Background: an optimization exercise with open tools, aiming at small area. Do not read the settings as production practice.
Only simulation tests tie the RTL to the original design; equivalence was not proved.
Power figures rest on the tool's default switching activity, not on a simulated workload.

==> flow/design.v (excerpt) <==
module dd_top (
	input wire logic clk_i,
	input wire logic rst_rd_flag1,
	input wire logic [4-1:0] rxd_ena_i,
	input wire logic [4*13-1:0] fifo_usedw_i,
	input wire logic [4*32-1:0] fifo_rd_data_i,
	output logic [4-1:0] fifo_rd_req_o,
	input wire logic [4*25-1:0] clr_usedw_i,
	output logic [4*25-1:0] ddr_usedw_o,
	output logic [31:0] fdma_waddr_o,
	output logic [15:0] fdma_wsize_o,
	output logic fdma_wareq_o,
	input wire logic fdma_wbusy_i,
	output logic [31:0] fdma_wdata_o,
	input wire logic fdma_wvalid_i
);
	localparam logic [1:0] S_IDLE = 2'b00;
	localparam logic [1:0] S_WACK = 2'b01;
	localparam logic [1:0] S_WOVER = 2'b10;
	localparam logic [1:0] S_IDLEP = 2'b11;
	logic [1:0] st_q;
	logic busy_q;
	logic wareq_q;
	logic [3:0] gsel_q;
	logic [10:0] size_q;
	logic [3:0] pval_q;
	logic [22:0] ptr_q [4];
	logic [24:0] usedw_q [4];
	logic [3:0] ready;
	logic [10:0] words [4];
	always_comb begin
		for (int c = 0; c < 4; c++) begin
			ready[c] = (|fifo_usedw_i[c*13+10 +: 3])
				|| ((|fifo_usedw_i[c*13 +: 10]) && !rxd_ena_i[c]);
			words[c] = (|fifo_usedw_i[c*13+10 +: 3]) ? 11'd1024
				: {1'b0, fifo_usedw_i[c*13 +: 10]};
		end
	end
	logic [3:0] gnt;
	assign gnt[0] = ready[0];
	assign gnt[1] = ready[1] && !ready[0];
	assign gnt[2] = ready[2] && !(|ready[1:0]);
	assign gnt[3] = ready[3] && !(|ready[2:0]);
	logic [10:0] gnt_words;
	always_comb begin
		gnt_words = '0;
		for (int c = 0; c < 4; c++)
			gnt_words = gnt_words | (gnt[c] ? words[c] : 11'd0);
	end
	logic idle;
	logic grant;
	logic busy_rise;
	logic busy_fall;
	logic over_fall;
	assign idle = (st_q == S_IDLE) || (st_q == S_IDLEP);
	assign grant = idle && (|ready) && !fdma_wbusy_i;
	assign busy_rise = !busy_q && fdma_wbusy_i;
	assign busy_fall = busy_q && !fdma_wbusy_i;
	assign over_fall = (st_q == S_WOVER) && busy_q && !fdma_wbusy_i;
	logic [22:0] cur_ptr;
	logic [22:0] ptr_sum;
	logic [22:0] ptr_next;
	always_comb begin
		cur_ptr = '0;
		for (int c = 0; c < 4; c++)
			cur_ptr = cur_ptr | ((gsel_q[c] && pval_q[c]) ? ptr_q[c] : 23'd0);
	end
	assign ptr_sum = cur_ptr + 23'(size_q);
	assign ptr_next = (&ptr_sum[22:18]) ? 23'd0 : ptr_sum;
  ...
==> flow/config.mk <==
export PLATFORM = sky130hd
export DESIGN_NAME = dd_top
export DESIGN_NICKNAME = dd_top
export VERILOG_FILES = /design/flow/design.v
export SDC_FILE = /design/flow/constraint.sdc
export NUM_CORES = 4
export LEC_CHECK = 0
export CAP_MARGIN = 20
export CORE_MARGIN = 2
export CORE_UTILIZATION = 40
export SLEW_MARGIN = 20
export SYNTH_HIERARCHICAL = 1
==> flow/constraint.sdc <==
create_clock -name core_clock -period 6.0 [get_ports {clk_i}]
set_input_delay 1.2000 -clock core_clock [delete_from_list [all_inputs] [get_ports {clk_i}]]
set_output_delay 1.2000 -clock core_clock [all_outputs]
set_load 0.01 [all_outputs]
standard.sh (not shown) runs the stock make flow with config.mk's settings and CLKGATE_MAP_FILE= SYNTH_SCRIPT=/design/flow/synth_recipe.tcl, a recipe that flattens the netlist after the stock synthesis.
==> flow/flow/run.sh <==
#!/bin/bash
# Standard ORFS layout with two changes: the port buffers use the smallest
# buffer cell, and clock tree synthesis uses larger sink clusters without
# dummy loads, and the buffers synthesis inserted are removed before
# placement (the resizer re-buffers where needed).
set -euo pipefail
bash standard.sh \
  'BUFFER_PORTS_ARGS=-buffer_cell sky130_fd_sc_hd__buf_1' \
  'CTS_ARGS=-sink_clustering_enable -repair_clock_nets -buf_list sky130_fd_sc_hd__clkbuf_4 -sink_clustering_size 10 -sink_clustering_max_diameter 50 -dont_use_dummy_load' \
  'REMOVE_ABC_BUFFERS=1' \
  finish > standard_make.log 2>&1
Change:
==> flow/flow/run.sh (replaced) <==
#!/bin/bash
# Standard ORFS layout with two changes: the port buffers use the smallest
# buffer cell, and clock tree synthesis uses larger sink clusters without
# dummy loads, and gates off the critical paths are downsized after
# global routing (ORFS's power recovery).
set -euo pipefail
bash standard.sh \
  'BUFFER_PORTS_ARGS=-buffer_cell sky130_fd_sc_hd__buf_1' \
  'CTS_ARGS=-sink_clustering_enable -repair_clock_nets -buf_list sky130_fd_sc_hd__clkbuf_4 -sink_clustering_size 10 -sink_clustering_max_diameter 50 -dont_use_dummy_load' \
  'RECOVER_POWER=100' \
  'REMOVE_ABC_BUFFERS=1' \
  finish > standard_make.log 2>&1
- The new run completed, yet does not pass: capacitance limit, slew limit
- final area shrinks by 0.51%
- first-iteration DRC count is higher by 11%
- power is about the same
- sequential share of layout area rises by 0.17 points
- setup slack degrades by 0.14 ns
- die area does not change
Change:
==> flow/flow/run.sh (replaced) <==
#!/bin/bash
# Standard ORFS layout with two changes: the port buffers use the smallest
# buffer cell, and clock tree synthesis uses larger sink clusters without
# dummy loads.
set -euo pipefail
bash standard.sh \
  'BUFFER_PORTS_ARGS=-buffer_cell sky130_fd_sc_hd__buf_1' \
  'CTS_ARGS=-sink_clustering_enable -repair_clock_nets -buf_list sky130_fd_sc_hd__clkbuf_4 -sink_clustering_size 10 -sink_clustering_max_diameter 50 -dont_use_dummy_load' \
  finish > standard_make.log 2>&1
The new run finished with timing, DRC and antenna clean.
Setup slack is better by 0.46 ns.
Die area is unchanged.
Synthesized cell count stays the same.

Setup of zinc:
dd_top again, from the RTL that the note above started with.
// dd_top
module dd_top (
	input wire logic clk_i,
	input wire logic rst_rd_flag1,
	input wire logic [4-1:0] rxd_ena_i,
	input wire logic [4*13-1:0] fifo_usedw_i,
	input wire logic [4*32-1:0] fifo_rd_data_i,
	output logic [4-1:0] fifo_rd_req_o,
	input wire logic [4*25-1:0] clr_usedw_i,
	output logic [4*25-1:0] ddr_usedw_o,
	output logic [31:0] fdma_waddr_o,
	output logic [15:0] fdma_wsize_o,
	output logic fdma_wareq_o,
	input wire logic fdma_wbusy_i,
	output logic [31:0] fdma_wdata_o,
	input wire logic fdma_wvalid_i
);
==> flow/config.mk <==
export PLATFORM = sky130hd
export DESIGN_NAME = dd_top
export DESIGN_NICKNAME = dd_top
export VERILOG_FILES = /design/flow/design.v
export SDC_FILE = /design/flow/constraint.sdc
export NUM_CORES = 4
export LEC_CHECK = 0
export CAP_MARGIN = 20
export CORE_MARGIN = 2
export CORE_UTILIZATION = 40
export SLEW_MARGIN = 20
export SYNTH_HIERARCHICAL = 1
==> flow/constraint.sdc <==
create_clock -name core_clock -period 6.0 [get_ports {clk_i}]
set_input_delay 1.2000 -clock core_clock [delete_from_list [all_inputs] [get_ports {clk_i}]]
set_output_delay 1.2000 -clock core_clock [all_outputs]
set_load 0.01 [all_outputs]
==> flow/flow/run.sh <==
#!/bin/bash
# Standard ORFS layout with two changes: the port buffers use the smallest
# buffer cell, and clock tree synthesis uses larger sink clusters without
# dummy loads, and gates off the critical paths are downsized after
# global routing (ORFS's power recovery).
set -euo pipefail
bash standard.sh \
  'BUFFER_PORTS_ARGS=-buffer_cell sky130_fd_sc_hd__buf_1' \
  'CTS_ARGS=-sink_clustering_enable -repair_clock_nets -buf_list sky130_fd_sc_hd__clkbuf_4 -sink_clustering_size 10 -sink_clustering_max_diameter 50 -dont_use_dummy_load' \
  'RECOVER_POWER=100' \
  finish > standard_make.log 2>&1
Status zinc: flow complete, layout not clean - capacitance limit, slew limit
[inputs] maple vs zinc
==> flow/flow/run.sh <==
#!/bin/bash
# Standard ORFS layout with two changes: the port buffers use the smallest
# buffer cell, and clock tree synthesis uses larger sink clusters without
# dummy loads.
set -euo pipefail
bash standard.sh \
  'BUFFER_PORTS_ARGS=-buffer_cell sky130_fd_sc_hd__buf_1' \
  'CTS_ARGS=-sink_clustering_enable -repair_clock_nets -buf_list sky130_fd_sc_hd__clkbuf_4 -sink_clustering_size 10 -sink_clustering_max_diameter 35 -dont_use_dummy_load' \
  finish > standard_make.log 2>&1
### Flow results
maple went all the way through synthesis, placement and routing and the layout is clean on timing, DRC and antenna. Cmp maple vs zinc: power higher in maple. Of the two values seen for highest-delay cell along the critical path, sky130_fd_sc_hd__fa_1 was produced by maple and sky130_fd_sc_hd__clkbuf_1 by zinc. Taking zinc as the reference, in maple final period utilization fell 5.5 points, required arrival time at the worst endpoint rose 1710 ps, worst voltage drop across the vdd grid fell about 5%, sequential group share of total power fell 0.3 points, number of global-route vias before repair rose 1.0%. Wire length of the first global-routing pass across zinc and maple: no real change.
What lagoon does differently from maple at the input level:
- CORE_UTILIZATION changed from 40 to 60
==> flow/flow/run.sh <==
#!/bin/bash
# Standard ORFS layout with two changes: the port buffers use the smallest
# buffer cell, and clock tree synthesis uses larger sink clusters without
# dummy loads.
set -euo pipefail
bash standard.sh \
  'BUFFER_PORTS_ARGS=-buffer_cell sky130_fd_sc_hd__buf_1' \
  'CTS_ARGS=-sink_clustering_enable -repair_clock_nets -buf_list sky130_fd_sc_hd__clkbuf_4 -sink_clustering_size 10 -sink_clustering_max_diameter 50 -dont_use_dummy_load' \
  finish > standard_make.log 2>&1
Findings:
lagoon reached the end of the flow, and the finished layout is clean on the timing, DRC and antenna checks. Non-clock buffer total of the final layout is higher on lagoon. maple consumes more power than lagoon. In lagoon, the clock-pin slew reported for the worst setup and hold paths after clock tree synthesis came out 40 ps above the value in maple. Wire length of the first global-routing pass delta for lagoon relative to maple: about 0.8% lower. Final-layout clock buffer total: lagoon vs maple down about 35%. Summary of lagoon over maple: simple-gate area share of the yosys netlist neither gained nor lost much; global-route usage increased by 12 points relative to the old numbers; proportion of layout cells with a drive suffix above 1 lower.
#### Input delta (yarrow over lagoon)
- changing CORE_UTILIZATION from 60 to 40
==> flow/flow/run.sh <==
#!/bin/bash
# Standard ORFS layout with two changes: the port buffers use the smallest
# buffer cell, and clock tree synthesis uses larger sink clusters without
# dummy loads.
set -euo pipefail
bash standard.sh \
  'BUFFER_PORTS_ARGS=-buffer_cell sky130_fd_sc_hd__buf_1' \
  'CTS_ARGS=-sink_clustering_enable -repair_clock_nets -buf_list sky130_fd_sc_hd__clkbuf_2 -sink_clustering_size 6 -sink_clustering_max_diameter 30 -dont_use_dummy_load' \
  finish > standard_make.log 2>&1
Notes after the runs:
yarrow reached the final stage; the timing, DRC and antenna checks on its layout passed. Compared with lagoon, yarrow shows global-route usage lower by 12 points. Core utilization: yarrow lower than lagoon. Compared with lagoon, combinational power in yarrow decreased by a few percent. Post-route worst hold slack ends up lower on yarrow.

[port drivers added, routing unchanged]
The flow's constraints put no driver on any port. The routed layouts listed below were extracted and timed again, unchanged, in two steps. Step 1: set_driving_cell puts a clkbuf_16 on clk_i and a buf_2 on each other input, an assumption about the parent block. Step 2 adds t to the input delays and takes it off the output delays; t is the mean of the earliest and latest rising clock arrival at the registers after step 1. Input paths then give back, and output paths get back, about the clock's delay inside the block. Slacks: ideal / step 1 / step 2; pairs: ideal / step 1.
run	t (ns)	slack for setup (ns)	hold WS [ns]
the first run of note 1	0.626	0.872 / 0.869 / 0.243	0.563 / 0.563 / 0.563
the second run of note 1	0.619	0.730 / 0.727 / 0.108	0.565 / 0.565 / 0.565
the third run of note 1	0.664	1.187 / 1.164 / 0.500	0.573 / 0.573 / 0.573
zinc	0.662	0.897 / 0.855 / 0.521	0.575 / 0.575 / 0.575
maple	0.679	1.227 / 1.199 / 0.519	0.573 / 0.573 / 0.573
lagoon	0.730	1.000 / 1.000 / 0.563	0.578 / 0.555 / 0.579
yarrow	0.873	1.330 / 1.330 / 0.583	0.390 / 0.375 / 0.573
For yarrow, which loses most, drivers alone change the setup slack by 0.000 ns; drivers and shift together by -0.747 ns.
